This design comes from an exercise in tuning for small area and a short achievable clock period on the open sky130 flow, not from production work. Where RTL was checked, it was by simulation tests only, not by an equivalence proof against the original. The clock port is modelled as an ideal driver, which makes a skipped or thinned clock tree look cheaper than it is; a real chip needs a root buffer or a tree. Power and IR drop assume default switching activity.

## the baseline
==> flow/design.v (excerpt) <==
module wallace_mult_top (
    input  logic        clk,
    input  logic        arst_n,
    input  logic        in_valid,
    input  logic [15:0] a,
    input  logic [15:0] b,
    output logic        out_valid,
    output logic [31:0] product,
    output logic        busy
);
clock: 11.0 ns
lec_check: 0
cap_margin: 20
core_margin: 2
core_utilization: 40
slew_margin: 20
synth_hierarchical: 1
synth_minimum_keep_size: 0
standard.sh (not shown) runs the stock make flow with config.mk's settings and CLKGATE_MAP_FILE= SYNTH_SCRIPT=/design/flow/synth_recipe.tcl, a recipe that flattens the netlist after the stock synthesis.
==> flow/flow/run.sh <==
#!/bin/bash
# The standard ORFS layout (standard.sh, with its synthesis unchanged) with these changes:
#  - every port still gets its own buffer, but flow/place_pre.tcl (PRE_GLOBAL_PLACE_TCL)
#    picks buf_1 for the inputs (each drives one flip-flop) and buf_2 for the outputs,
#    instead of the default delay buffer (clkdlybuf4s50_1);
#  - the tie cell is not copied once per load (SKIP_REPAIR_TIE_FANOUT);
#  - the clock tree is built by flow/cts_pre.tcl (PRE_CTS_TCL) instead of TritonCTS: the
#    clock port drives 4 clkinv_8 cells, each driving 2 clkinv_8 leaf cells placed at the
#    centres of k-means clusters of the flip-flops, so every flip-flop's clock passes the
#    same two inverters;
#  - repair_timing aims for 8.1 ns of extra setup slack (SETUP_SLACK_MARGIN).
# make's output goes to standard_flow.log; each ORFS step keeps its own log in orfs/logs.
set -euo pipefail
export BUFFER_PORTS_ARGS="-buffer_cell sky130_fd_sc_hd__buf_2"
export SETUP_SLACK_MARGIN=8.1
export SKIP_REPAIR_TIE_FANOUT=1
export PRE_CTS_TCL="$(pwd)/flow/cts_pre.tcl"
export PRE_GLOBAL_PLACE_TCL="$(pwd)/flow/place_pre.tcl"
export CLK_NLEAF=8
export CLK_NL1=4
export CLK_LEAF_CELL=sky130_fd_sc_hd__clkinv_8
export CLK_L1_CELL=sky130_fd_sc_hd__clkinv_8
bash standard.sh > standard_flow.log 2>&1
Other scripts of this flow, unchanged in this note and not shown: flow/flow/cts_pre.tcl, flow/flow/place_pre.tcl
Every stage of the flow completed for the baseline, and the final layout passed the timing, design-rule and antenna checks.
Input-level comparison between the candidate and the baseline:
--- a/flow/design.v
+++ b/flow/design.v
@@ -19,16 +19,18 @@
             busy_q <= in_valid | (|vld_q[1:0]);
         end
     end
     assign out_valid = vld_q[2];
     assign busy      = busy_q;
     logic [15:0] a_q;
     logic        b15_q;
     logic [7:0]  one_q, two_q, neg_q;
+    logic [7:0]  negn_q;
+    assign neg_q = ~negn_q;
     logic [31:0] opa_n, opb_n, prod_d;
     logic pp1;
     logic pp2;
     logic pp3;
     logic pp4;
     logic pp5;
     logic pp6;
     logic pp7;
@@ -839,38 +841,38 @@
     mfa u_fa111 (.x(r0_c28_0), .y(r0_c28_1), .z(r0_c28_2), .s(s443), .c(c444));
     assign opa_n = {r0_c31_0, r0_c30_0, r0_c29_0, s443, r0_c27_0, s441, r0_c25_0, c438, c436, c434, c432, c430, c428, c426, c424, c422, c420, c418, c416, c414, c412, c410, c408, c406, c404, s403, r0_c5_0, r0_c4_0, r0_c3_0, r0_c2_0, r0_c1_0, r0_c0_0};
     assign opb_n = {r0_c31_1, 1'b1, c444, 1'b1, c442, 1'b1, c440, s439, s437, s435, s433, s431, s429, s427, s425, s423, s421, s419, s417, s415, s413, s411, s409, s407, s405, 1'b1, 1'b1, r0_c4_1, 1'b1, 1'b1, 1'b1, 1'b1};
     assign prod_d = ~(opa_n + opb_n + 32'd1);
     always_ff @(posedge clk) begin
         a_q <= a;
         one_q[0] <= b[0] ^ 1'b0;
         two_q[0] <= (b[1] & ~b[0] & ~1'b0) | (~b[1] & b[0] & 1'b0);
-        neg_q[0] <= b[1] & ~(b[0] & 1'b0);
+        negn_q[0] <= ~(b[1] & ~(b[0] & 1'b0));
         one_q[1] <= b[2] ^ b[1];
         two_q[1] <= (b[3] & ~b[2] & ~b[1]) | (~b[3] & b[2] & b[1]);
-        neg_q[1] <= b[3] & ~(b[2] & b[1]);
+        negn_q[1] <= ~(b[3] & ~(b[2] & b[1]));
         one_q[2] <= b[4] ^ b[3];
         two_q[2] <= (b[5] & ~b[4] & ~b[3]) | (~b[5] & b[4] & b[3]);
-        neg_q[2] <= b[5] & ~(b[4] & b[3]);
+        negn_q[2] <= ~(b[5] & ~(b[4] & b[3]));
         one_q[3] <= b[6] ^ b[5];
         two_q[3] <= (b[7] & ~b[6] & ~b[5]) | (~b[7] & b[6] & b[5]);
-        neg_q[3] <= b[7] & ~(b[6] & b[5]);
+        negn_q[3] <= ~(b[7] & ~(b[6] & b[5]));
         one_q[4] <= b[8] ^ b[7];
         two_q[4] <= (b[9] & ~b[8] & ~b[7]) | (~b[9] & b[8] & b[7]);
-        neg_q[4] <= b[9] & ~(b[8] & b[7]);
+        negn_q[4] <= ~(b[9] & ~(b[8] & b[7]));
         one_q[5] <= b[10] ^ b[9];
         two_q[5] <= (b[11] & ~b[10] & ~b[9]) | (~b[11] & b[10] & b[9]);
-        neg_q[5] <= b[11] & ~(b[10] & b[9]);
+        negn_q[5] <= ~(b[11] & ~(b[10] & b[9]));
         one_q[6] <= b[12] ^ b[11];
         two_q[6] <= (b[13] & ~b[12] & ~b[11]) | (~b[13] & b[12] & b[11]);
-        neg_q[6] <= b[13] & ~(b[12] & b[11]);
+        negn_q[6] <= ~(b[13] & ~(b[12] & b[11]));
         one_q[7] <= b[14] ^ b[13];
         two_q[7] <= (b[15] & ~b[14] & ~b[13]) | (~b[15] & b[14] & b[13]);
-        neg_q[7] <= b[15] & ~(b[14] & b[13]);
+        negn_q[7] <= ~(b[15] & ~(b[14] & b[13]));
         b15_q <= b[15];
         r0_c0_0 <= s169;
         r0_c1_0 <= s171;
         r0_c2_0 <= s175;
         r0_c3_0 <= s179;
         r0_c4_0 <= s183;
         r0_c4_1 <= c180;
         r0_c5_0 <= s187;
==> comparison <==
From the baseline to the candidate, total negative setup slack did not move at all. Taking the baseline as the reference, in the candidate clock share of power -0.3 points, number of instances in the synthesized netlist higher, number of global-route vias before repair now sits higher, routability congestion estimate from global placement now smaller, total power moved up. Summary of the candidate over the baseline: number of antenna cells inserted neither gained nor lost much, die area picked up an extra 0.93%, non-clock inverter instance count of the final layout picked up an extra about 10%, power share of the sequential group lost 0.7 points. The candidate — routed wire length about 4% lower, the baseline as reference. The candidate against the baseline: synthesized area went up by 0.95%; setup slack rose by 0.0035 ns.
The RTL of the candidate was laid out without a check of its function. No run of this note takes its clock network from TritonCTS; it comes from the design's own scripts or RTL.

separate check: timing with driven ports:
The results above use ideal ports. As a check the final layouts listed here were re-extracted and re-timed, cells and wires unchanged. Step 1: set_driving_cell puts a clkbuf_16 on clk and a buf_2 on each other input, an assumption about the parent block. Step 2 also shifts input and output timing later by t, the mid clock arrival at the registers, as if the neighbouring blocks saw the same clock. Slacks: ideal / step 1 / step 2; pairs: ideal / step 1.
run	shift t [ns]	setup WS [ns]	worst setup path at the end	pins driven straight from the clock port
the baseline	0.292	8.157 / 8.034 / 8.156	register to register	4
the candidate	0.290	8.160 / 8.011 / 8.159	register to register	4
After both steps every run listed still meets setup and hold.
